From an optimization exercise on the open Yosys and OpenROAD flow, aimed at a short achievable clock period and few clock cycles per item; shortcuts taken in it are not production practice. The RTL was checked by simulation tests, not by an equivalence proof against the original design.

## flow/design.v (module list and top-level ports; edited modules follow where they fit)
// module mg_a21oi: 3 lines
// module mg_inv: 3 lines
// module mg_nand2: 3 lines
// module mg_nor2: 3 lines
// module mg_o21ai: 3 lines
// module mg_or2: 3 lines
// module mg_xnor2: 3 lines
// module mg_xor2: 3 lines
// module array_multiplier: 3669 lines
module array_multiplier (
	input  logic        clk,
	input  logic        reset,
	input  logic        in_valid,
	input  logic [15:0] x,
	input  logic [15:0] y,
	output logic        product_valid,
	output logic [31:0] product
);
  // ...
==> flow/flow/run.sh <==
#!/bin/bash
# The standard layout (standard.sh: the standard flow's synthesis and ORFS flow), with two
# changes: buffer_ports puts sky130_fd_sc_hd__buf_4 on every input and output
# port instead of the cell it picks itself (a clkdlybuf4s50 delay cell), and
# after global placement flow/outdrv.tcl sizes up each output port's buffer
# and the XOR/XNOR gate driving it.  Timing repair may still resize them.
# make's full output goes to flow_make.log.
set -euo pipefail
bash standard.sh "BUFFER_PORTS_ARGS=-buffer_cell sky130_fd_sc_hd__buf_4" \
  "POST_GLOBAL_PLACE_TCL=$PWD/flow/outdrv.tcl" finish > flow_make.log 2>&1
==> flow/flow/outdrv.tcl <==
# POST_GLOBAL_PLACE hook: on each output port, make the port buffer buf_6
# and an XOR, XNOR or inverter that drives it the _4 size, as these paths end a
# clock period early (the output delay) and cross a long wire to the pin.
foreach bterm [[ord::get_db_block] getBTerms] {
  if { [$bterm getIoType] != "OUTPUT" } { continue }
  set net [$bterm getNet]
  if { $net == "NULL" } { continue }
  foreach iterm [$net getITerms] {
    if { ![$iterm isOutputSignal] } { continue }
    set buf [$iterm getInst]
    if { ![string match "sky130_fd_sc_hd__buf_*" [[$buf getMaster] getName]] } { continue }
    replace_cell [$buf getName] sky130_fd_sc_hd__buf_6
    foreach bin [$buf getITerms] {
      if { ![$bin isInputSignal] } { continue }
      set inet [$bin getNet]
      if { $inet == "NULL" } { continue }
      foreach drv [$inet getITerms] {
        if { ![$drv isOutputSignal] } { continue }
        set gate [$drv getInst]
        set m [[$gate getMaster] getName]
        if { [regexp {^sky130_fd_sc_hd__(xnor2|xor2|inv)_[0-9]+$} $m -> f] } {
          replace_cell [$gate getName] sky130_fd_sc_hd__${f}_4
        }
      }
    }
  }
}
==> flow/standard.sh <==
#!/bin/bash
# synth_recipe.tcl (not shown) runs the flow's synth.tcl, then flattens the netlist and writes it again
# the make line also repeats each setting of config.mk as NAME=value (left out here)
make -C /OpenROAD-flow-scripts/flow DESIGN_CONFIG=/design/flow/config.mk WORK_HOME=/design/flow/orfs CLKGATE_MAP_FILE= SYNTH_SCRIPT=/design/flow/synth_recipe.tcl "${@:-finish}"
==> flow/config.mk <==
export PLATFORM = sky130hd
export DESIGN_NAME = array_multiplier
export DESIGN_NICKNAME = array_multiplier
export VERILOG_FILES = /design/flow/design.v
export SDC_FILE = /design/flow/constraint.sdc
export NUM_CORES = 4
export LEC_CHECK = 0
export CAP_MARGIN = 20
export CORE_MARGIN = 2
export CORE_UTILIZATION = 46
export SETUP_SLACK_MARGIN = 3.6
export SLEW_MARGIN = 20
export SYNTH_HIERARCHICAL = 1
==> flow/constraint.sdc <==
create_clock -name core_clock -period 6.0 [get_ports {clk}]
set_input_delay 1.2000 -clock core_clock [delete_from_list [all_inputs] [get_ports {clk}]]
set_output_delay 1.2000 -clock core_clock [all_outputs]
set_load 0.01 [all_outputs]
==> impl_metrics.tcl, run 1 <==
set metrics [dict create \
    cts_resized 35 \
    drive_gt1_frac 0.210 \
    nWellTaps 378 \
    final_common_cell "nand2_1" \
    top_usage_layer "met2" \
    outcome "finished clean" \
    yosysMostFrequentCell "nand2_1" \
    cp.required_ns 6.44 \
    r2r_cells 12 \
    initial_core_util 0.470 \
    synth.top_cells.by_count "nand2_1, xor2_1, dfxtp_1, nor2_1, a21oi_2" \
    syn_area_per_cell_um2 7.16 \
    io_buffer_count 67 \
    met2_usage 0.376 \
    rr_endpoint "r2_n1599" \
    n_clock_buffer 29 \
    post_cts_buffers 12 \
    synth_edf_count 0 \
    largestClassByArea "multi-input gates" \
    cp.arrival_ns 2.87 \
    max_clock_freq_mhz 412 \
    crit_family "XOR/XNOR gates" \
    placed_cell_area_um2 14500 \
    synth_compound_area_frac 0.0649 \
    wl_met2_mm 16.0 \
    min_path_type "flop to flop" \
]
Testbench counts, summed over its fixed seeds: cycles 6,392, products 3,200.
==> inputs of run 2 (changes only) <==
==> flow/flow/run.sh (replaced) <==
#!/bin/bash
# The standard layout (standard.sh: the standard flow's synthesis and ORFS flow), with two
# changes: buffer_ports puts sky130_fd_sc_hd__buf_4 on every input and output
# port instead of the cell it picks itself (a clkdlybuf4s50 delay cell), and
# after global placement flow/both.tcl makes the input port buffers buf_12
# and sizes up each output port's buffer
# and the XOR/XNOR gate driving it.  Timing repair may still resize them.
# make's full output goes to flow_make.log.
set -euo pipefail
bash standard.sh "BUFFER_PORTS_ARGS=-buffer_cell sky130_fd_sc_hd__buf_4" \
  "POST_GLOBAL_PLACE_TCL=$PWD/flow/both.tcl" finish > flow_make.log 2>&1
==> flow/flow/both.tcl (new file) <==
# POST_GLOBAL_PLACE hook: size up the port buffers (flow/inbuf.tcl) and the
# output ports' drivers (flow/outdrv.tcl).
set here [file dirname [info script]]
source $here/inbuf.tcl
source $here/outdrv.tcl
==> flow/flow/inbuf.tcl (new file) <==
# POST_GLOBAL_PLACE hook: the buffers on the input ports each drive a wide
# fanout, so start them at buf_12 (timing repair may still resize them).
foreach bterm [[ord::get_db_block] getBTerms] {
  if { [$bterm getIoType] != "INPUT" } { continue }
  set net [$bterm getNet]
  if { $net == "NULL" } { continue }
  foreach iterm [$net getITerms] {
    set inst [$iterm getInst]
    if { [string match "sky130_fd_sc_hd__buf_*" [[$inst getMaster] getName]] } {
      replace_cell [$inst getName] sky130_fd_sc_hd__buf_12
    }
  }
}
==> impl_metrics.tcl, run 2 <==
set metrics [dict create \
    vias 11100 \
    cp.arrival_ns 1.19 \
    yosysUniqueCellTypes 11 \
    initial_core_util 0.470 \
    outcome "finished clean" \
    core-area_um2 28000 \
    dp.cells 2252 \
    top_register "valid_pipe" \
    min_path_type "flop to flop" \
    synth_edf_count 0 \
    drc 0 \
    synth.top_cell.area_share 0.315 \
    vias_per_cell 4.80 \
    async_reset_ff_frac 0 \
    yosysMostFrequentCell "nand2_1" \
    dp_slack_ns 3.19 \
    synth_nets 1874 \
    finalNetCount 1954 \
    crit_type "flop to output pin" \
    finalCriticalPeriod_ns 2.39 \
    holdBufCountCts 0 \
    wl_mm 34.2 \
    fillers 2566 \
    worstPathMaxFanout 1 \
    track_usage 0.226 \
    clk_latency_ns 0.52 \
    clockRootBuffer "clkbuf_16" \
    cts.sinks 207 \
    relSlewSlack 0.701 \
    clock_path_buffers 3 \
    timing.hold.ws_ns 0.326 \
    first_global_vias 10600 \
    gr-total-overflow 0 \
    cap_violations 0 \
    cts_buffers 23 \
    antenna_found_initial 0 \
    tns_ns 0 \
    synthCells 1839 \
    yosys.area.top_type "dfxtp_1" \
    ys_seq_area_frac 0.315 \
    hold_viol 0 \
    cp-start-kind "flop" \
    die_w_um 173 \
    setup_viol 0 \
    hpwlAfterDp_mm 26.1 \
    grt_first_pass_wirelength_mm 54.2 \
    worst_path_max_delay_cell "dfxtp_2" \
    final_cell_mix "nand2_1, xor2_1, dfxtp_1" \
    syn_area_per_cell_um2 7.16 \
    antenna_cells 0 \
    io_buffer_count 67 \
    clk_pin_slew_ns 0.06 \
    io_pins 68 \
    rows 61 \
    slew_viol_final 0 \
    cts_tree "yes" \
    finalClockSkew_ns 0.00751 \
    cp_slowest_stage_delay_ns 0.34 \
    critPathBufInv 1 \
    largest_register_ffs 2 \
    max_clock_freq_mhz 418 \
    fin_cells 2314 \
    synth-seq-cells 207 \
    htree_levels 1 \
    crit_chain "xnor2_4 > buf_6" \
    final_common_cell "nand2_1" \
    endpoint_kind "output pin" \
    drt_iter0_markers 603 \
    synth.top_cells.by_count "nand2_1, xor2_1, dfxtp_1, nor2_1, a21oi_2" \
    drive_gt1_frac 0.184 \
    setup_ws_ns 3.61 \
    tightest_slew_ns 0.446 \
    fin_crit_sh 0.399 \
    wl_per_cell_um 14.8 \
    grt_setup_unrepaired "yes" \
    firstDrtPassIters 6 \
    die_height_um 173 \
    ant_nets 0 \
    yosys-top-cells-area "dfxtp_1, xor2_1, nand2_1, a21oi_2, xnor2_1" \
    synth_ff_type "dfxtp_1" \
    die_area_um2 30000 \
    cp.required_ns 4.80 \
    netlist_area_um2 13200 \
    crit_family "flip-flops" \
    syn2layout_area_growth_pct 24.8 \
    grt_max_degree 17 \
    synth_warnings 7 \
]
-- run 2: cell count changes in the layout (fill, tap and decap cells not counted), sizes merged --
cell,change
buf,-8
clkbuf,-2
clkinvlp,+1
inv,+1
-- run 2: what timing repair did --
item / CTS / global route
setup endpoints to repair: 24 / 34
pin swaps: 7 / 48
cloned: 0 / 0
setup buffers: 7 / 13
gates resized for setup: 24 / 102
-- run 2: cells by family (layout without fill, tap and decap cells) --
family,Yosys count,in the layout,synth area share
compound gates,119,119,0.0649
xor+xnor,464,464,0.309
buf+inv,42,139,0.0211
flops,207,207,0.315
simple gates,1007,1007,0.290
-- run 2: Yosys stat by module (local to each module, per instance) --
module            cell area [um2]  flops+latches  times used  cells
array_multiplier             4400            207           1    241
mg_a21oi                     8.76              0          69      1
mg_inv                       3.75              0          10      1
mg_nand2                     3.75              0         920      1
mg_nor2                      3.75              0          70      1
mg_o21ai                     5.00              0          50      1
mg_or2                       6.26              0          15      1
mg_xnor2                     8.76              0          33      1
mg_xor2                      8.76              0         431      1
-- run 2: cell type report --
type                    count  area [um2]  area share
clock inverters            15         200      0.0122
flip-flops and latches    207        4180       0.255
well taps                 378         473      0.0288
repair buffers             87        1200      0.0732
clock buffers              27         621      0.0378
inverters                  10        40.0     0.00244
multi-input cells        1590        9700       0.591
-- run 2: worst paths after layout --
kind                  from          end  slack, ns  depth (start not counted)
setup reg to reg   r1_n934     r2_n1600       3.61                         12
hold / removal    r1_n1295     r2_n1295       0.33                          0
setup / recovery  r2_n1591  product[22]       3.61                          2
hold reg to reg   r1_n1295     r2_n1295       0.33                          0
-- run 2: routing by layer --
metal	GRT usage	share of wire	wire length, um	vias up
met1	0.304	0.46	15700	4998
li1	-	-	-	5796
met4	0.0664	0.028	950	0
met3	0.0295	0.051	1750	64
met5	0	0	0	-
met2	0.377	0.46	15800	245
-- run 2: stage by stage --
| step | utilization | instance area, um2 |
|---|---|---|
| floorplan | - | 13400 |
| global placement | 0.503 | 14100 |
| detailed placement | 0.531 | 14900 |
| CTS | 0.565 | 15800 |
| global route | 0.586 | 16400 |
| finish | 0.586 | 16400 |
==> inputs of run 3 (changes only) <==
==> flow/run.sh (new file) <==
#!/bin/bash
# synth_recipe.tcl (not shown) runs the flow's synth.tcl, then flattens the netlist and writes it again
# the make line also repeats each setting of config.mk as NAME=value (left out here)
make -C /OpenROAD-flow-scripts/flow DESIGN_CONFIG=/design/flow/config.mk WORK_HOME=/design/flow/orfs CLKGATE_MAP_FILE= SYNTH_SCRIPT=/design/flow/synth_recipe.tcl finish
--- a/flow/config.mk
+++ b/flow/config.mk
@@ -7,7 +7,7 @@
 export LEC_CHECK = 0
 export CAP_MARGIN = 20
 export CORE_MARGIN = 2
-export CORE_UTILIZATION = 46
-export SETUP_SLACK_MARGIN = 3.6
+export CORE_UTILIZATION = 40
+export SETUP_SLACK_MARGIN = 3.5
 export SLEW_MARGIN = 20
 export SYNTH_HIERARCHICAL = 1
removed: flow/flow/run.sh
removed: flow/flow/both.tcl
removed: flow/flow/inbuf.tcl
removed: flow/flow/outdrv.tcl
removed: flow/standard.sh
==> impl_metrics.tcl, run 3 <==
set metrics [dict create \
    syn_area_per_cell_um2 7.16 \
    wl_met3_mm 1.53 \
    synth_ff_type "dfxtp_1" \
    fin_cells 2393 \
    cp-start-kind "primary input" \
    wl_per_cell_um 14.6 \
    firstDrtPassIters 5 \
    ant_nets 0 \
    synth_edf_count 0 \
    finalCriticalPeriod_ns 2.47 \
    synth_top_family_by_area "XOR/XNOR gates" \
    drc 0 \
    ys_seq_area_frac 0.315 \
    relSlewSlack 0.691 \
    fin_crit_sh 0.411 \
    yosysMostFrequentCell "nand2_1" \
    io_buffer_count 67 \
    tightest_slew_ns 0.464 \
    grt_first_pass_wirelength_mm 54.0 \
    final_common_cell "nand2_1" \
    cp.required_ns 6.41 \
    largest_register_ffs 2 \
    top_layer_used "met4" \
    synth_simple_gate_area_share 0.290 \
    initial_core_util 0.406 \
    async_reset_ff_frac 0 \
    synth_fa_ha_area_frac 0 \
    drive_gt1_frac 0.149 \
    netlist_area_um2 13200 \
    holdBufCountCts 0 \
    synth_nets 1874 \
    die_area_um2 34400 \
    io_pins 68 \
    yosys-top-cells-area "dfxtp_1, xor2_1, nand2_1, a21oi_2, xnor2_1" \
    clk_pin_slew_ns 0.06 \
    synthCells 1839 \
    min_path_type "flop to flop" \
    yosys.area.top_type "dfxtp_1" \
    regArea_um2 4150 \
    grt_max_degree 17 \
    drt_iter0_markers 605 \
    cts_tree "yes" \
    top_register "valid_pipe" \
    yosysUniqueCellTypes 11 \
    hpwlAfterDp_mm 25.6 \
    wl_met2_mm 15.9 \
    dp.cells 2320 \
    vias_per_cell 4.70 \
    endpoint_kind "flop" \
    htree_levels 1 \
    crit_type "primary input to flop" \
    finalClockSkew_ns 0.0191 \
    synth_xor_area_frac 0.309 \
    cap_violations 0 \
    finalNetCount 1968 \
    synth.top_cell.area_share 0.315 \
    wl_mm 34.9 \
    slew_viol_final 0 \
    hold_viol 0 \
    track_usage 0.203 \
    setup_viol 0 \
    synth_compound_area_frac 0.0649 \
    die_height_um 185 \
    first_global_vias 10400 \
    die_w_um 185 \
    syn2layout_area_growth_pct 20.6 \
    place.gp.congestion 0.858 \
    synth-seq-cells 207 \
    clock_path_buffers 3 \
    outcome "finished clean" \
    max_clock_freq_mhz 405 \
    grt_setup_unrepaired "yes" \
    multi_input_area_um2 9370 \
    clk_latency_ns 0.52 \
    tns_ns 0 \
    rows 66 \
    synth.top_cells.by_count "nand2_1, xor2_1, dfxtp_1, nor2_1, a21oi_2" \
    fillers 3221 \
    gr-total-overflow 0 \
    cts.sinks 207 \
    core-area_um2 32500 \
    antenna_cells 0 \
    worstPathMaxFanout 5 \
    synth_warnings 7 \
    cts_buffers 24 \
    met1_length_mm 16.8 \
    final_cell_mix "nand2_1, xor2_1, dfxtp_1" \
    vias 11200 \
    clockRootBuffer "clkbuf_16" \
    synth_mux_area_frac 0 \
    antenna_found_initial 1 \
    cp.arrival_ns 2.87 \
]
[run 3: cell counts after synthesis]
Identical to the previous run, type by type.
[run 3: modules after synthesis (local to each module, per instance)]
module	cell area, um2	copies in the design	cells inside	flops+latches
mg_inv	3.75	10	1	0
mg_xnor2	8.76	33	1	0
mg_o21ai	5.00	50	1	0
mg_xor2	8.76	431	1	0
mg_or2	6.26	15	1	0
mg_a21oi	8.76	69	1	0
array_multiplier	4400	1	241	207
mg_nor2	3.75	70	1	0
mg_nand2	3.75	920	1	0
[run 3: layer usage]
metal  GRT usage  vias to the layer above
met3      0.0216                       50
met5           0                        -
met1       0.280                     5151
li1            -                     5801
met2       0.338                      235
met4      0.0543                        0
[run 3: metrics by stage]
stage / util / area [um2] / setup WS, ns / hold WS [ns]
after floorplan: - / 13200 / 3.51 / 0.310
after global placement: 0.437 / 14200 / 2.16 / 0.311
after detailed placement: 0.437 / 14200 / 2.09 / 0.313
after CTS: 0.467 / 15200 / 3.50 / 0.327
after global routing: 0.489 / 15900 / 3.44 / 0.333
final: 0.489 / 15900 / 3.53 / 0.325
[run 3: final cells by class]
type / count / area share
clock buffers: 31 / 0.0440
clock inverters: 13 / 0.00977
inverters: 10 / 0.00236
multi-input cells: 1590 / 0.590
flip-flops and latches: 207 / 0.261
well taps: 442 / 0.0348
repair buffers: 100 / 0.0571
[run 3: worst max-delay path, stage by stage]
cell             delay, ns
clkdlybuf4s15_2       0.23
bufbuf_16             0.29
buf_4                 0.15
nand2_1               0.09
nand2_1               0.07
nand2_2               0.10
xor2_2                0.18
xor2_1                0.22
xor2_1                0.25
nand2_1               0.08
[run 3: final timing paths]
| check | startpoint | to | slack [ns] | cells after the start |
|---|---|---|---|---|
| max | x[13] | r1_n902 | 3.53 | 10 |
| min | r1_n1382 | r2_n1382 | 0.32 | 0 |
| max reg2reg | r1_n944 | r2_n1589 | 3.59 | 13 |
| min reg2reg | r1_n1382 | r2_n1382 | 0.32 | 0 |
[run 3: cells by family after synthesis]
group | count (synthesis)
XOR/XNOR | 464
AO/OA/AOI/OAI | 119
buffers and inverters | 42
flip-flops | 207
AND/OR/NAND/NOR | 1007
[run 3: what timing repair did]
item / in CTS / in global routing
pin swaps: 20 / 68
setup buffers: 15 / 13
endpoints found under the setup margin: 201 / 90
cloned: 1 / 0
resized for setup: 234 / 144
==> inputs of run 4 (changes only) <==
==> flow/flow/run.sh (new file) <==
#!/bin/bash
# The standard layout (standard.sh: the standard flow's synthesis and ORFS flow), with one
# change: the buffers that buffer_ports puts on every input and output port
# are sky130_fd_sc_hd__buf_8 instead of the cell buffer_ports picks itself
# (a clkdlybuf4s50 delay cell), so that timing repair can size them within
# the buf_* family.  make's full output goes to flow_make.log.
set -euo pipefail
bash standard.sh "BUFFER_PORTS_ARGS=-buffer_cell sky130_fd_sc_hd__buf_8" finish > flow_make.log 2>&1
==> flow/standard.sh (new file) <==
#!/bin/bash
# synth_recipe.tcl (not shown) runs the flow's synth.tcl, then flattens the netlist and writes it again
# the make line also repeats each setting of config.mk as NAME=value (left out here)
make -C /OpenROAD-flow-scripts/flow DESIGN_CONFIG=/design/flow/config.mk WORK_HOME=/design/flow/orfs CLKGATE_MAP_FILE= SYNTH_SCRIPT=/design/flow/synth_recipe.tcl "${@:-finish}"
removed: flow/run.sh
==> impl_metrics.tcl, run 4 <==
set metrics [dict create \
    cap_violations 0 \
    finalClockSkew_ns 0.0149 \
    clk_pin_slew_ns 0.07 \
    tns_ns 0 \
    drive_gt1_frac 0.116 \
    wl_mm 33.7 \
    finalNetCount 1943 \
    antenna_found_initial 0 \
    timing.hold.ws_ns 0.326 \
    multi_input_area_um2 8980 \
    die_area_um2 34400 \
    synth_edf_count 0 \
    first_global_vias 10300 \
    holdBufCountCts 0 \
    yosysMostFrequentCell "nand2_1" \
    synth_nets 1874 \
    io_buffer_count 67 \
    async_reset_ff_frac 0 \
    core-area_um2 32500 \
    hold_viol 0 \
    netlist_area_um2 13200 \
    endpoint_kind "output pin" \
    firstDrtPassIters 5 \
    die_w_um 185 \
    placed_cell_area_um2 14500 \
    yosysUniqueCellTypes 11 \
    ant_nets 0 \
    max_clock_freq_mhz 407 \
    synth.top_cells.by_count "nand2_1, xor2_1, dfxtp_1, nor2_1, a21oi_2" \
    wl_per_cell_um 14.2 \
    min_path_type "flop to flop" \
    synth_warnings 7 \
    cts.sinks 207 \
    top_register "valid_pipe" \
    crit_type "flop to output pin" \
    ys_seq_area_frac 0.315 \
    yosys-top-cells-area "dfxtp_1, xor2_1, nand2_1, a21oi_2, xnor2_1" \
    cts_buffers 24 \
    grt_first_pass_wirelength_mm 53.0 \
    regArea_um2 4150 \
    met1_length_mm 16.3 \
    synth-seq-cells 207 \
    final_cell_mix "nand2_1, xor2_1, dfxtp_1" \
    hpwlAfterDp_mm 26.2 \
    top_layer_used "met4" \
    track_usage 0.199 \
    grt_setup_unrepaired "yes" \
    fillers 3194 \
    cp.arrival_ns 1.26 \
    tightest_slew_ns 0.515 \
    rows 66 \
    cp.required_ns 4.80 \
    utilization 0.480 \
    setup_viol 0 \
    place.gp.congestion 0.850 \
    drt_iter0_markers 588 \
    slew_viol_final 0 \
    worstPathMaxFanout 1 \
    relSlewSlack 0.655 \
    fin_cells 2368 \
    vias_per_cell 4.61 \
    final_cell_area_um2 15600 \
    final_common_cell "nand2_1" \
    largest_register_ffs 2 \
    clockRootBuffer "clkbuf_16" \
    cts_tree "yes" \
    io_pins 68 \
    clk_latency_ns 0.53 \
    die_height_um 185 \
    cp-start-kind "flop" \
    clock_path_buffers 3 \
    synth.top_cell.area_share 0.315 \
    grt_max_degree 17 \
    htree_levels 1 \
    finalCriticalPeriod_ns 2.46 \
    synth_ff_type "dfxtp_1" \
    fin_crit_sh 0.410 \
    yosys.area.top_type "dfxtp_1" \
    gr-total-overflow 0 \
    syn_area_per_cell_um2 7.16 \
    vias 10900 \
    wl_met2_mm 15.0 \
    dp.cells 2316 \
    drc 0 \
    initial_core_util 0.406 \
    syn2layout_area_growth_pct 18.4 \
    wl_met3_mm 1.61 \
    outcome "finished clean" \
    synthCells 1839 \
    antenna_cells 0 \
]
[run 4: cell types whose count changed in the layout (fill, tap and decap cells not counted), moves of 13 or more]
cell | previous run | this run
buf_8 | 1 | 67
xor2_2 | 65 | 23
xor2_1 | 365 | 408
nand2_1 | 901 | 914
buf_6 | 19 | 0
dlygate4sd2_1 | 23 | 0
buf_4 | 37 | 8
[run 4: cell families after synthesis]
| kind of cell | count (synthesis) | synth area share |
|---|---|---|
| AO/OA/AOI/OAI | 119 | 0.0649 |
| XOR/XNOR | 464 | 0.309 |
| buffers and inverters | 42 | 0.0211 |
| flip-flops | 207 | 0.315 |
| AND/OR/NAND/NOR | 1007 | 0.290 |
[run 4: worst paths after layout]
kind / start / end / slack (ns) / depth (start not counted)
min reg2reg: r1_n1295 / r2_n1295 / 0.33 / 0
min: r1_n1295 / r2_n1295 / 0.33 / 0
max: r2_n1352 / product[20] / 3.54 / 2
max reg2reg: r1_n934 / r2_n1589 / 3.56 / 13
[run 4: through the flow]
step	setup slack [ns]
floorplan	3.51
global placement	3.12
detailed placement	3.11
CTS	3.50
global route	3.44
finish	3.54
[run 4: cell type report]
cell class              instances  area share
multi-input cells            1590       0.576
flip-flops and latches        207       0.266
repair buffers                 75      0.0684
clock buffers                  32      0.0417
well taps                     442      0.0355
clock inverters                12     0.00963
inverters                      10     0.00241
[run 4: Yosys stat by module, one instance, submodules excluded]
module / cells / area [um2] / times used
array_multiplier: 241 / 4400 / 1
mg_a21oi: 1 / 8.76 / 69
mg_inv: 1 / 3.75 / 10
mg_nand2: 1 / 3.75 / 920
mg_nor2: 1 / 3.75 / 70
mg_o21ai: 1 / 5.00 / 50
mg_or2: 1 / 6.26 / 15
mg_xnor2: 1 / 8.76 / 33
mg_xor2: 1 / 8.76 / 431
[run 4: per-layer routing]
| metal | up-vias | global-route usage |
|---|---|---|
| met3 | 58 | 0.0254 |
| met4 | 0 | 0.0565 |
| li1 | 5788 | - |
| met5 | - | 0 |
| met1 | 4872 | 0.274 |
| met2 | 204 | 0.326 |
[run 4: worst max-delay path, cell delays in order, from the launching register on]
cell	delay [ns]
dfxtp_1	0.33
xnor2_2	0.25
buf_8	0.14
[run 4: repair_timing]
| item | CTS | global route |
|---|---|---|
| pin swaps | 1 | 20 |
| gates resized for setup | 5 | 36 |
| hold endpoints to repair | 0 | 0 |
| setup endpoints to repair | 14 | 23 |
| buffers inserted | 4 | 4 |
==> inputs of run 5 (changes only) <==
==> flow/flow/run.sh (replaced) <==
#!/bin/bash
# The standard layout (standard.sh: the standard flow's synthesis and ORFS flow), with one
# change: the buffers that buffer_ports puts on every input and output port
# are sky130_fd_sc_hd__buf_4 instead of the cell buffer_ports picks itself
# (a clkdlybuf4s50 delay cell), so that timing repair can size them within
# the buf_* family.  make's full output goes to flow_make.log.
set -euo pipefail
bash standard.sh "BUFFER_PORTS_ARGS=-buffer_cell sky130_fd_sc_hd__buf_4" finish > flow_make.log 2>&1
==> impl_metrics.tcl, run 5 <==
set metrics [dict create \
    yosys-top-cells-area "dfxtp_1, xor2_1, nand2_1, a21oi_2, xnor2_1" \
    wl_per_cell_um 14.5 \
    synth.top_cell.area_share 0.315 \
    setup_viol 0 \
    drive_gt1_frac 0.134 \
    finalCriticalPeriod_ns 2.43 \
    max_clock_freq_mhz 412 \
    rows 66 \
    cp-start-kind "flop" \
    finalNetCount 1952 \
    cp.arrival_ns 1.23 \
    crit_chain "xnor2_1 > buf_4" \
    placed_cell_area_um2 14000 \
    r2r_cells 13 \
    synth.top_cells.by_count "nand2_1, xor2_1, dfxtp_1, nor2_1, a21oi_2" \
    synth-seq-cells 207 \
    syn2layout_area_growth_pct 16.9 \
    outcome "finished clean" \
    cts_tree "yes" \
    hold_viol 0 \
    core-area_um2 32500 \
    yosys.area.top_type "dfxtp_1" \
    endpoint_kind "output pin" \
    relSlewSlack 0.664 \
    synth_ff_type "dfxtp_1" \
    io_pins 68 \
    clockRootBuffer "clkbuf_16" \
    tightest_slew_ns 0.502 \
    clk_latency_ns 0.52 \
    ant_nets 0 \
    clock_path_buffers 3 \
    worstPathMaxFanout 1 \
    antenna_cells 0 \
    cp_slowest_stage_delay_ns 0.31 \
    timing.hold.ws_ns 0.326 \
    min_path_type "flop to flop" \
    finalClockSkew_ns 0.0254 \
    setup_ws_ns 3.57 \
    yosysMostFrequentCell "nand2_1" \
    grt_first_pass_wirelength_mm 53.8 \
    final_common_cell "nand2_1" \
    synthCells 1839 \
    tns_ns 0 \
    place.gp.congestion 0.862 \
    clk_pin_slew_ns 0.06 \
    crit_type "flop to output pin" \
    io_buffer_count 67 \
    synth_xor_area_frac 0.309 \
    synth_mux_area_frac 0 \
    final_cell_mix "nand2_1, xor2_1, dfxtp_1" \
    ys_seq_area_frac 0.315 \
    wl_mm 34.3 \
    worst_path_max_delay_cell "dfxtp_1" \
    top_register "valid_pipe" \
    track_usage 0.202 \
    synth_warnings 7 \
    first_global_vias 10400 \
    yosysUniqueCellTypes 11 \
    synth_compound_area_frac 0.0649 \
    die_w_um 185 \
    htree_levels 1 \
    firstDrtPassIters 5 \
    holdBufCountCts 0 \
    dp_slack_ns 3.02 \
    die_area_um2 34400 \
    drt_iter0_markers 427 \
    min_delay_path_depth 0 \
    antenna_found_initial 0 \
    synth_fa_ha_area_frac 0 \
    synth_top_family_by_area "XOR/XNOR gates" \
    hpwlAfterDp_mm 26.2 \
    synth_nets 1874 \
    grt_setup_unrepaired "yes" \
    final_cell_area_um2 15400 \
    grt_max_degree 17 \
    cp.required_ns 4.80 \
    drc 0 \
    die_height_um 185 \
    cap_violations 0 \
    vias 11000 \
    syn_area_per_cell_um2 7.16 \
    gr-total-overflow 0 \
    netlist_area_um2 13200 \
    async_reset_ff_frac 0 \
    slew_viol_final 0 \
    cts_buffers 23 \
    initial_core_util 0.406 \
    vias_per_cell 4.63 \
    cts.sinks 207 \
    synth_simple_gate_area_share 0.290 \
    fillers 3229 \
    fin_crit_sh 0.405 \
    largest_register_ffs 2 \
    synth_edf_count 0 \
]
[run 5: cell counts after synthesis]
Identical to the previous run, type by type.
[run 5: worst paths after layout]
check             startpoint     endpoint  slack (ns)
setup / recovery    r2_n1588  product[20]        3.57
hold / removal      r1_n1605     r2_n1605        0.33
setup reg to reg     r1_n944     r2_n1589        3.61
hold reg to reg     r1_n1605     r2_n1605        0.33
[run 5: routing by layer]
| layer | part of all wire | wire [um] | GRT usage | vias to the layer above |
|---|---|---|---|---|
| li1 | - | - | - | 5783 |
| met1 | 0.49 | 16700 | 0.279 | 4964 |
| met2 | 0.45 | 15500 | 0.336 | 216 |
| met3 | 0.046 | 1590 | 0.0244 | 43 |
| met4 | 0.015 | 530 | 0.0425 | 0 |
| met5 | 0 | 0 | 0 | - |
[run 5: what timing repair did]
| action | 4_1_cts | 5_1_grt |
|---|---|---|
| setup buffers | 8 | 10 |
| resized for setup | 4 | 80 |
| endpoints found under the setup margin | 13 | 44 |
| pin swaps | 4 | 37 |
[run 5: kinds of logic (layout without fill, tap and decap cells)]
kind of cell	after synthesis	count (layout)
buffers and inverters	42	136
and+or+nand+nor	1007	1007
AOI/OAI and AO/OA	119	119
xor gates and xnor gates	464	464
DFF	207	207
[run 5: per-stage QoR]
| stage | instances | utilization |
|---|---|---|
| after global routing | 2375 | 0.474 |
| after detailed placement | 2316 | 0.431 |
| after CTS | 2365 | 0.458 |
| after floorplan | 1839 | - |
| final | 2375 | 0.474 |
| after global placement | 2316 | 0.431 |
[run 5: Yosys stat by module, one instance, submodules excluded, a selection]
| module | copies in the design | cell area [um2] | flops+latches | cells |
|---|---|---|---|---|
| mg_a21oi | 69 | 8.76 | 0 | 1 |
| mg_inv | 10 | 3.75 | 0 | 1 |
| mg_nand2 | 920 | 3.75 | 0 | 1 |
| mg_nor2 | 70 | 3.75 | 0 | 1 |
| mg_o21ai | 50 | 5.00 | 0 | 1 |
| mg_xor2 | 431 | 8.76 | 0 | 1 |
[run 5: cell type report]
class                   count  area (um2)  share of cell area
multi-input cells        1590        9130               0.593
flip-flops and latches    207        4150               0.270
repair buffers             85         709              0.0461
clock buffers              30         652              0.0424
well taps                 442         553              0.0359
clock inverters            11         156              0.0102
inverters                  10        37.5             0.00244
[run 5: worst max-delay path: cells and delay by family (launching register included)]
kind | cells | cell delay (ns)
xor gates and xnor gates | 1 | 0.24
DFF | 1 | 0.31
buffers and inverters | 1 | 0.17
==> inputs of run 6 (changes only) <==
--- a/flow/config.mk
+++ b/flow/config.mk
@@ -8,6 +8,6 @@
 export CAP_MARGIN = 20
 export CORE_MARGIN = 2
 export CORE_UTILIZATION = 40
-export SETUP_SLACK_MARGIN = 3.5
+export SETUP_SLACK_MARGIN = 4.0
 export SLEW_MARGIN = 20
 export SYNTH_HIERARCHICAL = 1
==> impl_metrics.tcl, run 6 <==
set metrics [dict create \
    outcome "finished clean" \
    synth.top_cells.by_count "nand2_1, xor2_1, dfxtp_1, nor2_1, a21oi_2" \
    clk_latency_ns 0.53 \
    final_common_cell "nand2_1" \
    synth_nets 1874 \
    cp-start-kind "flop" \
    crit_family "XOR/XNOR gates" \
    slew_viol_final 0 \
    clk_pin_slew_ns 0.06 \
    die_w_um 185 \
    vias 14700 \
    dp_slack_ns 2.76 \
    cts_buffers 25 \
    max_clock_freq_mhz 392 \
    gr-total-overflow 0 \
    yosys.area.top_type "dfxtp_1" \
    firstDrtPassIters 5 \
    r2r_cells 13 \
    endpoint_kind "flop" \
    synth_simple_gate_area_share 0.290 \
    synth_fa_ha_area_frac 0 \
    dp.cells 2316 \
    synthCells 1839 \
    synth-seq-cells 207 \
    worstPathMaxFanout 3 \
    synth_warnings 7 \
    hold_viol 0 \
    place.gp.congestion 0.835 \
    drive_gt1_frac 0.555 \
    die_area_um2 34400 \
    tightest_slew_ns 0.509 \
    relSlewSlack 0.660 \
    grt_first_pass_wirelength_mm 74.0 \
    htree_levels 1 \
    top_register "valid_pipe" \
    wl_per_cell_um 23.3 \
    yosysMostFrequentCell "nand2_1" \
    crit_chain "xor2_1 > nand2_1 > nand2_1 > nand2_1 > nand2_2 > xor2_2 > xor2_2 > nand2_4 > a21oi_4 > o21ai_2 > a21oi_2 > o21ai_1 > a21oi_2" \
    cp_slowest_stage_delay_ns 0.33 \
    hpwlAfterDp_mm 26.5 \
    clockRootBuffer "clkbuf_16" \
    async_reset_ff_frac 0 \
    ant_nets 0 \
    rows 66 \
    core-area_um2 32500 \
    syn2layout_area_growth_pct 93.3 \
    cts_tree "yes" \
    holdBufCountCts 0 \
    fillers 1696 \
    finalClockSkew_ns 0.0253 \
    cp.arrival_ns 2.99 \
    yosysUniqueCellTypes 11 \
    final_cell_mix "nand2_1, buf_4, xor2_2" \
    synth_xor_area_frac 0.309 \
    drc 0 \
    netlist_area_um2 13200 \
    r2r_start "r1_n490" \
    antenna_found_initial 0 \
    cap_violations 0 \
    min_delay_path_depth 0 \
    fin_cells 2721 \
    drt_iter0_markers 1163 \
    min_path_type "flop to flop" \
    worst_path_max_delay_cell "dfxtp_1" \
    holdCritStartpoint "r1_n1605" \
    finalNetCount 2297 \
    antenna_cells 0 \
    tns_ns 0 \
    grt_max_degree 17 \
    wl_mm 63.3 \
    crit_type "flop to flop" \
    synth_edf_count 0 \
    cts.sinks 207 \
    setup_viol 0 \
    io_buffer_count 67 \
    syn_area_per_cell_um2 7.16 \
    min_to "r2_n1605" \
    synth_mux_area_frac 0 \
    yosys-top-cells-area "dfxtp_1, xor2_1, nand2_1, a21oi_2, xnor2_1" \
    die_height_um 185 \
    clock_path_buffers 3 \
    regArea_um2 4230 \
    synth.top_cell.area_share 0.315 \
    grt_setup_unrepaired "yes" \
    rr_endpoint "r2_n1589" \
    setup_ws_ns 3.45 \
    ys_seq_area_frac 0.315 \
    first_global_vias 13300 \
    synth_top_family_by_area "XOR/XNOR gates" \
    finalCriticalPeriod_ns 2.55 \
    synth_compound_area_frac 0.0649 \
    track_usage 0.287 \
    multi_input_area_um2 14400 \
    fin_crit_sh 0.426 \
    critPathBufInv 0 \
    reg2reg_slack_ns 3.45 \
    synth_ff_type "dfxtp_1" \
    largest_register_ffs 2 \
    initial_core_util 0.406 \
    io_pins 68 \
    crit_path_frequent_cell "nand2_1" \
    vias_per_cell 5.39 \
    cp.required_ns 6.43 \
]
run 6: cell counts after synthesis:
No cell type changed its count.
run 6: modules after synthesis, one instance, submodules excluded, a selection:
module	flip-flops and latches	cells inside	times used	area, um2
mg_a21oi	0	1	69	8.76
mg_xor2	0	1	431	8.76
mg_o21ai	0	1	50	5.00
mg_or2	0	1	15	6.26
mg_xnor2	0	1	33	8.76
mg_inv	0	1	10	3.75
mg_nand2	0	1	920	3.75
array_multiplier	207	241	1	4400
run 6: layout make-up:
type,count,share of cell area
clock buffer,31,0.0267
clock inverter,13,0.00664
inverter,10,0.00148
multi-input combinational,1590,0.566
sequential,207,0.166
tap,442,0.0217
timing repair buffer,428,0.212
run 6: kinds of logic (layout without fill, tap and decap cells):
kind of cell | count (synthesis) | count (layout)
compound gates | 119 | 119
xor+xnor | 464 | 464
buf+inv | 42 | 482
flops | 207 | 207
simple gates | 1007 | 1007
run 6: worst max-delay path by stage:
| stage | endpoint | startpoint | cells past startpoint | slack (ns) |
|---|---|---|---|---|
| floorplan | r1_n1446 | x[0] | 8 | 3.52 |
| global placement | r1_n1074 | x[9] | 9 | 2.78 |
| detailed placement | r1_n1078 | x[9] | 8 | 2.76 |
| CTS | product[20] | r2_n1352 | 2 | 3.55 |
| global route | r2_n1589 | r1_n490 | 13 | 3.36 |
| finish | r2_n1589 | r1_n490 | 13 | 3.45 |
run 6: per-stage QoR:
stage,util,hold WS (ns),instance area (um2)
3_3_place_gp,0.494,0.310,16000
4_1_cts,0.680,0.324,22100
3_5_place_dp,0.494,0.315,16000
6_report,0.784,0.324,25400
5_1_grt,0.784,0.329,25400
2_1_floorplan,-,0.310,15200
run 6: timing repair:
action	4_1_cts	5_1_grt
resized for setup	492	444
setup buffers	230	108
cloned	22	1
pin swaps	336	293
setup endpoints to repair	211	199
run 6: metal layers:
layer	wire [um]	GRT usage
met2	30500	0.501
met1	21700	0.353
met5	0	0
met3	5530	0.0350
met4	5560	0.133
==> inputs of run 7 (changes only) <==
--- a/flow/config.mk
+++ b/flow/config.mk
@@ -8,6 +8,6 @@
 export CAP_MARGIN = 20
 export CORE_MARGIN = 2
 export CORE_UTILIZATION = 40
-export SETUP_SLACK_MARGIN = 4.0
+export SETUP_SLACK_MARGIN = 3.8
 export SLEW_MARGIN = 20
 export SYNTH_HIERARCHICAL = 1
==> impl_metrics.tcl, run 7 <==
set metrics [dict create \
    synthCells 1839 \
    syn2layout_area_growth_pct 72.4 \
    cts.sinks 207 \
    cts_buffers 25 \
    cts_tree "yes" \
    utilization 0.699 \
    initial_core_util 0.406 \
    cp_slowest_stage_delay_ns 0.36 \
    worst_path_max_delay_cell "dfxtp_2" \
    yosysUniqueCellTypes 11 \
    yosys.area.top_type "dfxtp_1" \
    worstPathMaxFanout 3 \
    finalClockSkew_ns 0.0231 \
    finalNetCount 2190 \
    endpoint_kind "flop" \
    synth_ff_type "dfxtp_1" \
    max_clock_freq_mhz 394 \
    crit_type "flop to flop" \
    crit_family "XOR/XNOR gates" \
    die_w_um 185 \
    track_usage 0.234 \
    netlist_area_um2 13200 \
    final_cell_area_um2 22700 \
    firstDrtPassIters 5 \
    drt_iter0_markers 800 \
    crit_path_frequent_cell "xor2_2" \
    cap_violations 0 \
    outcome "finished clean" \
    clk_pin_slew_ns 0.06 \
    io_pins 68 \
    critPathBufInv 0 \
    yosys-top-cells-area "dfxtp_1, xor2_1, nand2_1, a21oi_2, xnor2_1" \
    die_height_um 185 \
    clk_latency_ns 0.54 \
    drc 0 \
    setup_ws_ns 3.46 \
    gr-total-overflow 0 \
    async_reset_ff_frac 0 \
    cp.arrival_ns 2.94 \
    placed_cell_area_um2 15500 \
    synth-seq-cells 207 \
    wl_per_cell_um 19.2 \
    wl_mm 50.1 \
    place.gp.congestion 0.862 \
    rows 66 \
    hpwlAfterDp_mm 26.4 \
    largest_register_ffs 2 \
    ant_nets 0 \
    antenna_found_initial 0 \
    cp-start-kind "flop" \
    top_register "valid_pipe" \
    synth.top_cells.by_count "nand2_1, xor2_1, dfxtp_1, nor2_1, a21oi_2" \
    synth.top_cell.area_share 0.315 \
    vias_per_cell 5.02 \
    grt_first_pass_wirelength_mm 61.4 \
    final_common_cell "nand2_1" \
    drive_gt1_frac 0.468 \
    crit_chain "xor2_4 > xor2_2 > nand2_1 > nand2_2 > xor2_2 > xor2_2 > nor2_1 > a21oi_4 > o21ai_2 > a21oi_2 > o21ai_2 > a21oi_2" \
    tns_ns 0 \
    clock_path_buffers 3 \
    yosysMostFrequentCell "nand2_1" \
    finalCriticalPeriod_ns 2.54 \
    syn_area_per_cell_um2 7.16 \
    final_cell_mix "nand2_1, xor2_2, buf_4" \
    fillers 2158 \
    first_global_vias 11500 \
    synth_edf_count 0 \
    slew_viol_final 0 \
    holdBufCountCts 0 \
    grt_max_degree 17 \
    htree_levels 1 \
    io_buffer_count 67 \
    min_path_type "flop to flop" \
    antenna_cells 0 \
    synth_nets 1874 \
    clockRootBuffer "clkbuf_16" \
    die_area_um2 34400 \
    synth_warnings 7 \
    fin_crit_sh 0.423 \
    core-area_um2 32500 \
    dp_slack_ns 2.87 \
    hold_viol 0 \
    cp.required_ns 6.41 \
    setup_viol 0 \
    ys_seq_area_frac 0.315 \
    reg2reg_slack_ns 3.46 \
    vias 13100 \
    grt_setup_unrepaired "yes" \
    tightest_slew_ns 0.443 \
    relSlewSlack 0.702 \
]
==> run 7: modules after synthesis, one instance, submodules excluded <==
module	flip-flops and latches	times used	area (um2)
mg_a21oi	0	69	8.76
mg_xor2	0	431	8.76
mg_xnor2	0	33	8.76
mg_inv	0	10	3.75
array_multiplier	207	1	4400
mg_nand2	0	920	3.75
mg_or2	0	15	6.26
mg_o21ai	0	50	5.00
mg_nor2	0	70	3.75
==> run 7: per-layer routing <==
metal  routed length [um]  part of all wire  GRT usage  up-vias
li1                     -                 -          -     6107
met1                19500              0.39      0.306     6320
met2                24800              0.50      0.402      521
met3                 2950             0.059     0.0230      190
met4                 2850             0.057     0.0787        0
met5                    0                 0          0        -
==> run 7: kinds of logic after synthesis <==
family / share of synthesized area
DFF: 0.315
and+or+nand+nor: 0.290
buffers and inverters: 0.0211
xor gates and xnor gates: 0.309
AOI/OAI and AO/OA: 0.0649
==> run 7: cell type report <==
cell class | count | area (um2) | area share
inverters | 10 | 37.5 | 0.00165
clock inverters | 18 | 136 | 0.00601
multi-input cells | 1590 | 13100 | 0.578
well taps | 442 | 553 | 0.0244
flip-flops and latches | 207 | 4200 | 0.185
repair buffers | 321 | 4000 | 0.176
clock buffers | 27 | 653 | 0.0288
==> run 7: through the flow <==
| step | std cells | hold slack (ns) |
|---|---|---|
| 2_1_floorplan | 1839 | 0.310 |
| 3_3_place_gp | 2316 | 0.310 |
| 3_5_place_dp | 2316 | 0.314 |
| 4_1_cts | 2503 | 0.329 |
| 5_1_grt | 2615 | 0.334 |
| 6_report | 2615 | 0.326 |
==> run 7: repair_timing <==
action,4_1_cts,5_1_grt
gates resized for setup,203,486
setup endpoints to repair,172,127
setup buffers,132,103
cloned,10,9
pin swaps,109,297
==> run 7: path summary, 6_finish.rpt <==
path              depth (start not counted)  endpoint      from
setup reg to reg                         12  r2_n1598   r1_n924
setup / recovery                         12  r2_n1598   r1_n924
hold / removal                            0  r2_n1379  r1_n1379
hold reg to reg                           0  r2_n1379  r1_n1379
==> inputs of run 8 (changes only) <==
--- a/flow/config.mk
+++ b/flow/config.mk
@@ -8,6 +8,6 @@
 export CAP_MARGIN = 20
 export CORE_MARGIN = 2
 export CORE_UTILIZATION = 40
-export SETUP_SLACK_MARGIN = 3.8
+export SETUP_SLACK_MARGIN = 3.6
 export SLEW_MARGIN = 20
 export SYNTH_HIERARCHICAL = 1
==> impl_metrics.tcl, run 8 <==
set metrics [dict create \
    outcome "finished clean" \
    worstPathMaxFanout 1 \
    grt_first_pass_wirelength_mm 54.0 \
    cp.arrival_ns 1.21 \
    cts_buffers 24 \
    syn_area_per_cell_um2 7.16 \
    crit_type "flop to output pin" \
    min_to "r2_n1382" \
    syn2layout_area_growth_pct 23.4 \
    rr_endpoint "r2_n1589" \
    final_cell_mix "nand2_1, xor2_1, dfxtp_1" \
    drive_gt1_frac 0.197 \
    tns_ns 0 \
    multi_input_area_um2 9850 \
    gr-total-overflow 0 \
    netlist_area_um2 13200 \
    htree_levels 1 \
    max_clock_freq_mhz 415 \
    finalNetCount 1961 \
    finalCriticalPeriod_ns 2.41 \
    synth_edf_count 0 \
    largest_register_ffs 2 \
    initial_core_util 0.406 \
    slew_viol_final 0 \
    clk_latency_ns 0.53 \
    yosys.area.top_type "dfxtp_1" \
    fin_crit_sh 0.401 \
    cp.required_ns 4.80 \
    min_path_type "flop to flop" \
    grt_setup_unrepaired "yes" \
    drt_iter0_markers 572 \
    vias_per_cell 4.65 \
    die_area_um2 34400 \
    ant_nets 0 \
    tightest_slew_ns 0.394 \
    yosysUniqueCellTypes 11 \
    placed_cell_area_um2 14200 \
    firstDrtPassIters 5 \
    cp-start-kind "flop" \
    die_height_um 185 \
    hpwlAfterDp_mm 26.8 \
    finalClockSkew_ns 0.0121 \
    yosys-top-cells-area "dfxtp_1, xor2_1, nand2_1, a21oi_2, xnor2_1" \
    reg2reg_slack_ns 3.63 \
    setup_viol 0 \
    clk_pin_slew_ns 0.06 \
    regArea_um2 4170 \
    cts.sinks 207 \
    yosysMostFrequentCell "nand2_1" \
    drc 0 \
    holdBufCountCts 0 \
    clock_path_buffers 3 \
    synth_nets 1874 \
    synth_warnings 7 \
    synth.top_cells.by_count "nand2_1, xor2_1, dfxtp_1, nor2_1, a21oi_2" \
    holdCritStartpoint "r1_n1382" \
    endpoint_kind "output pin" \
    grt_max_degree 17 \
    async_reset_ff_frac 0 \
    ys_seq_area_frac 0.315 \
    relSlewSlack 0.736 \
    wl_per_cell_um 14.9 \
    synthCells 1839 \
    cap_violations 0 \
    top_register "valid_pipe" \
    vias 11100 \
    clockRootBuffer "clkbuf_16" \
    fillers 3139 \
    final_common_cell "nand2_1" \
    synth_ff_type "dfxtp_1" \
    track_usage 0.202 \
    min_delay_path_depth 0 \
    first_global_vias 10300 \
    r2r_cells 13 \
    io_buffer_count 67 \
    place.gp.congestion 0.875 \
    r2r_start "r1_n676" \
    final_cell_area_um2 16200 \
    synth.top_cell.area_share 0.315 \
    antenna_found_initial 0 \
    wl_mm 35.6 \
    core-area_um2 32500 \
    hold_viol 0 \
    antenna_cells 0 \
    cts_tree "yes" \
    rows 66 \
    io_pins 68 \
    die_w_um 185 \
    synth-seq-cells 207 \
]
run 8: worst max-delay path by stage:
stage | cells past startpoint | startpoint | end
after global placement | 9 | x[1] | r1_n912
after detailed placement | 9 | y[4] | r1_n1446
after floorplan | 8 | x[0] | r1_n1446
final | 2 | r2_n1358 | product[22]
after global routing | 13 | r1_n676 | r2_n1599
after CTS | 12 | r1_n944 | r2_n1589
run 8: kinds of logic (layout without fill, tap and decap cells):
kind of cell    after synthesis  after routing  synth area share
flops                       207            207             0.315
xor+xnor                    464            464             0.309
compound gates              119            119            0.0649
simple gates               1007           1007             0.290
buf+inv                      42            146            0.0211
run 8: worst max-delay path, cell delays in order (launching register included):
cell and delay [ns]:
dfxtp_2 0.33, xnor2_2 0.19, buf_4 0.16
run 8: routing by layer:
metal	track usage	wire length (um)	up-vias
met4	0.0460	573	0
met2	0.343	16900	212
met1	0.275	16700	5064
li1	-	-	5756
met3	0.0214	1400	50
met5	0	0	-
run 8: metrics by stage:
stage | setup slack, ns | hold WS (ns) | instances | utilization
after global placement | 3.04 | 0.311 | 2316 | 0.437
after floorplan | 3.52 | 0.310 | 1839 | -
final | 3.59 | 0.326 | 2385 | 0.501
after CTS | 3.56 | 0.325 | 2369 | 0.467
after detailed placement | 3.03 | 0.312 | 2316 | 0.437
after global routing | 3.45 | 0.333 | 2385 | 0.501
run 8: final cells by class:
type / instances / area share
multi-input cells: 1590 / 0.606
inverters: 10 / 0.00231
flip-flops and latches: 207 / 0.257
clock buffers: 32 / 0.0419
repair buffers: 93 / 0.0511
well taps: 442 / 0.0340
clock inverters: 11 / 0.00786
run 8: timing repair:
action                     in CTS  in global routing
pin swaps                      10                 88
resized for setup              19                178
buffers inserted               10                 16
setup endpoints to repair      24                 83
run 8: modules after synthesis, one instance, submodules excluded, excerpt:
module	area, um2	times used
mg_o21ai	5.00	50
mg_inv	3.75	10
mg_xnor2	8.76	33
array_multiplier	4400	1
mg_a21oi	8.76	69
mg_xor2	8.76	431
mg_nor2	3.75	70
==> inputs of run 9 (changes only) <==
--- a/flow/config.mk
+++ b/flow/config.mk
@@ -7,7 +7,7 @@
 export LEC_CHECK = 0
 export CAP_MARGIN = 20
 export CORE_MARGIN = 2
-export CORE_UTILIZATION = 40
+export CORE_UTILIZATION = 34
 export SETUP_SLACK_MARGIN = 3.6
 export SLEW_MARGIN = 20
 export SYNTH_HIERARCHICAL = 1
==> impl_metrics.tcl, run 9 <==
set metrics [dict create \
    synth.top_cell.area_share 0.315 \
    drive_gt1_frac 0.190 \
    drt_iter0_markers 521 \
    regArea_um2 4170 \
    core-area_um2 38500 \
    min_path_type "flop to flop" \
    max_clock_freq_mhz 414 \
    synthCells 1839 \
    r2r_cells 11 \
    gr-total-overflow 0 \
    fin_crit_sh 0.403 \
    vias_per_cell 4.54 \
    outcome "finished clean" \
    wl_mm 35.5 \
    fillers 3846 \
    hpwlAfterDp_mm 26.6 \
    min_delay_path_depth 0 \
    drc 0 \
    grt_setup_unrepaired "yes" \
    rr_endpoint "r2_n1602" \
    die_w_um 201 \
    wl_per_cell_um 14.4 \
    antenna_cells 0 \
    placed_cell_area_um2 14300 \
    synth.top_cells.by_count "nand2_1, xor2_1, dfxtp_1, nor2_1, a21oi_2" \
    yosysMostFrequentCell "nand2_1" \
    initial_core_util 0.342 \
    firstDrtPassIters 5 \
    die_area_um2 40300 \
    cp-start-kind "flop" \
    yosys.area.top_type "dfxtp_1" \
    r2r_start "r1_n924" \
    top_register "valid_pipe" \
    cts_tree "yes" \
    relSlewSlack 0.668 \
    final_cell_area_um2 16300 \
    crit_type "flop to output pin" \
    synth_edf_count 0 \
    crit_chain "xnor2_4 > buf_6" \
    tns_ns 0 \
    io_pins 68 \
    finalClockSkew_ns 0.0265 \
    final_cell_mix "nand2_1, xor2_1, dfxtp_1" \
    clk_latency_ns 0.54 \
    synth_warnings 7 \
    cts.sinks 207 \
    grt_first_pass_wirelength_mm 55.7 \
    cp_slowest_stage_delay_ns 0.34 \
    holdBufCountCts 0 \
    setup_viol 0 \
    reg2reg_slack_ns 3.62 \
    synth_ff_type "dfxtp_1" \
    clockRootBuffer "clkbuf_16" \
    io_buffer_count 67 \
    vias 11200 \
    synth-seq-cells 207 \
    cp.arrival_ns 1.22 \
    die_height_um 201 \
    yosys-top-cells-area "dfxtp_1, xor2_1, nand2_1, a21oi_2, xnor2_1" \
    clock_path_buffers 3 \
    antenna_found_initial 0 \
    tightest_slew_ns 0.496 \
    finalNetCount 1969 \
    worst_path_max_delay_cell "dfxtp_2" \
    netlist_area_um2 13200 \
    yosysUniqueCellTypes 11 \
    largest_register_ffs 2 \
    slew_viol_final 0 \
    syn_area_per_cell_um2 7.16 \
    worstPathMaxFanout 1 \
    track_usage 0.174 \
    cp.required_ns 4.80 \
    final_common_cell "nand2_1" \
    ys_seq_area_frac 0.315 \
    cap_violations 0 \
    rows 72 \
    cts_buffers 23 \
    place.gp.congestion 0.848 \
    finalCriticalPeriod_ns 2.42 \
    min_to "r2_n1382" \
    syn2layout_area_growth_pct 23.6 \
    first_global_vias 10700 \
    hold_viol 0 \
    async_reset_ff_frac 0 \
    multi_input_area_um2 9700 \
    htree_levels 1 \
    grt_max_degree 17 \
    ant_nets 0 \
    synth_nets 1874 \
    endpoint_kind "output pin" \
    holdCritStartpoint "r1_n1382" \
    clk_pin_slew_ns 0.06 \
]
## run 9: cell counts after synthesis
No cell type changed its count.
## run 9: critical path: cells and delay by family (launching register included)
| family | cells | cell delay (ns) |
|---|---|---|
| buffers and inverters | 1 | 0.13 |
| XOR/XNOR | 1 | 0.22 |
| flip-flops | 1 | 0.34 |
## run 9: layout make-up
type | instances | area share
repair buffers | 102 | 0.0572
clock inverters | 15 | 0.0119
multi-input cells | 1590 | 0.596
clock buffers | 26 | 0.0367
flip-flops and latches | 207 | 0.256
inverters | 10 | 0.00231
well taps | 518 | 0.0398
## run 9: cell families (layout without fill, tap and decap cells)
logic type | Yosys count | count (layout) | synth area share
DFF | 207 | 207 | 0.315
AOI/OAI and AO/OA | 119 | 119 | 0.0649
and+or+nand+nor | 1007 | 1007 | 0.290
xor gates and xnor gates | 464 | 464 | 0.309
buffers and inverters | 42 | 153 | 0.0211
## run 9: metrics by stage
step | instances | setup slack [ns] | util | hold slack (ns)
2_1_floorplan | 1839 | 3.52 | - | 0.310
3_3_place_gp | 2392 | 3.03 | 0.371 | 0.310
3_5_place_dp | 2392 | 2.99 | 0.371 | 0.314
4_1_cts | 2444 | 3.55 | 0.399 | 0.328
5_1_grt | 2468 | 3.47 | 0.423 | 0.339
6_report | 2468 | 3.58 | 0.423 | 0.327
## run 9: how the worst max path moves through the flow
stage	startpoint	to	slack [ns]
global route	r1_n934	r2_n1599	3.47
detailed placement	x[1]	r1_n1078	2.99
global placement	x[5]	r1_n962	3.03
floorplan	x[0]	r1_n1446	3.52
finish	r2_n1346	product[18]	3.58
CTS	r2_n1586	product[18]	3.55
## run 9: Yosys stat by module (local to each module, per instance)
module            cells inside  flops+latches  copies in the design
mg_inv                       1              0                    10
mg_xor2                      1              0                   431
mg_nand2                     1              0                   920
mg_o21ai                     1              0                    50
mg_or2                       1              0                    15
array_multiplier           241            207                     1
mg_a21oi                     1              0                    69
mg_xnor2                     1              0                    33
mg_nor2                      1              0                    70
## run 9: repair_timing
| action | 4_1_cts | 5_1_grt |
|---|---|---|
| buffers inserted | 11 | 24 |
| endpoints found under the setup margin | 25 | 83 |
| gates resized for setup | 37 | 146 |
| pin swaps | 12 | 71 |
## run 9: layer usage
layer  track usage  routed length, um
met5             0                  0
met1         0.220              15700
met2         0.315              17700
met4        0.0394                640
met3        0.0200               1440
==> inputs of run 10 (changes only) <==
--- a/flow/config.mk
+++ b/flow/config.mk
@@ -7,7 +7,7 @@
 export LEC_CHECK = 0
 export CAP_MARGIN = 20
 export CORE_MARGIN = 2
-export CORE_UTILIZATION = 34
+export CORE_UTILIZATION = 46
 export SETUP_SLACK_MARGIN = 3.6
 export SLEW_MARGIN = 20
 export SYNTH_HIERARCHICAL = 1
==> impl_metrics.tcl, run 10 <==
set metrics [dict create \
    finalNetCount 1957 \
    drc 0 \
    clockRootBuffer "clkbuf_16" \
    drive_gt1_frac 0.198 \
    vias 11100 \
    wl_mm 34.0 \
    synth.top_cell.area_share 0.315 \
    io_buffer_count 67 \
    syn_area_per_cell_um2 7.16 \
    tightest_slew_ns 0.424 \
    cts.sinks 207 \
    antenna_cells 0 \
    grt_first_pass_wirelength_mm 53.4 \
    synth-seq-cells 207 \
    hpwlAfterDp_mm 25.6 \
    worstPathMaxFanout 1 \
    synth_warnings 7 \
    grt_max_degree 17 \
    firstDrtPassIters 5 \
    outcome "finished clean" \
    drt_iter0_markers 605 \
    critPathCapture "product[20]" \
    holdBufCountCts 0 \
    yosys.area.top_type "dfxtp_1" \
    rr_endpoint "r2_n1599" \
    tns_ns 0 \
    endpoint_kind "output pin" \
    die_area_um2 30000 \
    async_reset_ff_frac 0 \
    hold_viol 0 \
    core-area_um2 28000 \
    max_clock_freq_mhz 415 \
    vias_per_cell 4.79 \
    top_register "valid_pipe" \
    gr-total-overflow 0 \
    r2r_start "r1_n944" \
    dp_slack_ns 3.02 \
    finalClockSkew_ns 0.00906 \
    largest_register_ffs 2 \
    synth_ff_type "dfxtp_1" \
    yosysMostFrequentCell "nand2_1" \
    finalCriticalPeriod_ns 2.41 \
    track_usage 0.222 \
    synth.top_cells.by_count "nand2_1, xor2_1, dfxtp_1, nor2_1, a21oi_2" \
    ys_seq_area_frac 0.315 \
    initial_core_util 0.470 \
    antenna_found_initial 0 \
    cp.required_ns 4.80 \
    relSlewSlack 0.715 \
    yosys-top-cells-area "dfxtp_1, xor2_1, nand2_1, a21oi_2, xnor2_1" \
    grt_setup_unrepaired "yes" \
    min_path_type "flop to flop" \
    crit_type "flop to output pin" \
    synthCells 1839 \
    synth_edf_count 0 \
    setup_viol 0 \
    syn2layout_area_growth_pct 22.8 \
    clock_path_buffers 3 \
    reg2reg_slack_ns 3.68 \
    cap_violations 0 \
    setup_ws_ns 3.59 \
    netlist_area_um2 13200 \
    die_w_um 173 \
    first_global_vias 10400 \
    cp-start-kind "flop" \
    fin_crit_sh 0.402 \
    ant_nets 0 \
    cp.arrival_ns 1.21 \
    htree_levels 1 \
    timing.hold.ws_ns 0.326 \
    rows 61 \
    clk_latency_ns 0.50 \
    wl_per_cell_um 14.7 \
    cts_buffers 23 \
    slew_viol_final 0 \
    crit_start "r2_n1352" \
    final_common_cell "nand2_1" \
    synth_nets 1874 \
    place.gp.congestion 0.875 \
    final_cell_mix "nand2_1, xor2_1, dfxtp_1" \
    cts_tree "yes" \
    r2r_cells 12 \
    yosysUniqueCellTypes 11 \
    io_pins 68 \
    die_height_um 173 \
    clk_pin_slew_ns 0.06 \
]
## run 10: metrics by stage
stage	instance area, um2	utilization	instances
5_1_grt	16200	0.577	2315
6_report	16200	0.577	2315
3_3_place_gp	14100	0.503	2252
2_1_floorplan	13400	-	1839
3_5_place_dp	14100	0.503	2252
4_1_cts	15000	0.536	2299
## run 10: critical path: stages, from the launching register on
cell     delay (ns)
dfxtp_2        0.32
xnor2_2        0.22
buf_4          0.17
## run 10: area by class of cell
| class | count | area (um2) |
|---|---|---|
| clock buffers | 28 | 604 |
| clock inverters | 12 | 180 |
| fillers | 2649 | 11800 |
| inverters | 10 | 37.5 |
| multi-input cells | 1590 | 9890 |
| flip-flops and latches | 207 | 4160 |
| well taps | 378 | 473 |
| repair buffers | 90 | 822 |
## run 10: cell families after synthesis
family	share of synthesized area
and+or+nand+nor	0.290
buffers and inverters	0.0211
xor gates and xnor gates	0.309
DFF	0.315
AOI/OAI and AO/OA	0.0649
## run 10: layer usage
metal,global-route usage,vias up,part of all wire
met5,0,-,0
met4,0.0537,0,0.025
met3,0.0288,60,0.053
met2,0.369,248,0.46
met1,0.306,5055,0.46
li1,-,5728,-
## run 10: how the worst min path moves through the flow
stage | startpoint | to | cells past startpoint
5_1_grt | r1_n1379 | r2_n1379 | 0
6_report | r1_n1295 | r2_n1295 | 0
3_3_place_gp | r1_n1604 | r2_n1604 | 0
4_1_cts | r1_n1379 | r2_n1379 | 0
3_5_place_dp | r1_n1379 | r2_n1379 | 0
2_1_floorplan | r1_n1295 | r2_n1295 | 0
## run 10: timing repair
item                                    in CTS  in global routing
gates resized for setup                     20                187
endpoints found under the setup margin      23                 84
hold endpoints to repair                     0                  0
buffers inserted                             7                 16
pin swaps                                    8                 75
## run 10: per-module statistics from Yosys, one instance, submodules excluded, a selection
module / flops+latches / area (um2) / cells inside
mg_a21oi: 0 / 8.76 / 1
mg_nor2: 0 / 3.75 / 1
mg_xnor2: 0 / 8.76 / 1
mg_inv: 0 / 3.75 / 1
array_multiplier: 207 / 4400 / 241
mg_xor2: 0 / 8.76 / 1
mg_nand2: 0 / 3.75 / 1
mg_o21ai: 0 / 5.00 / 1

==> re-timing with driven ports <==
No port has a modelled driver above. Below, the same layouts with a new extraction and two added sets of constraints. Step 1 sets driving cells, clkbuf_16 on the clock port and buf_2 on the other inputs (assumed; they add their load-dependent delay and slew). Step 2, shift: input delay + t, output delay - t, t = (earliest + latest rising clock arrival at the registers) / 2. This alone moves slack from input paths to output paths. a / b / c = no drivers / after step 1 / after step 2; a / b = the first two.
run	t, ns	setup slack, ns	worst setup path after step 2
run 1	0.571	3.575 / 3.542 / 3.088	input to register
run 2	0.567	3.608 / 3.556 / 3.136	input to register
run 3	0.562	3.533 / 3.523 / 2.996	input to register
run 4	0.569	3.542 / 3.495 / 3.056	input to register
run 5	0.555	3.573 / 3.526 / 3.043	input to register
run 6	0.571	3.446 / 3.356 / 2.786	input to register
run 7	0.583	3.465 / 3.372 / 2.789	input to register
run 8	0.569	3.592 / 3.544 / 3.108	input to register
run 9	0.579	3.584 / 3.529 / 3.089	input to register
run 10	0.549	3.589 / 3.538 / 3.123	input to register
After both steps setup and hold are still met in every run listed. The setup slack of run 7, which loses most, moves by -0.093 ns with the drivers and by -0.676 ns with both steps.
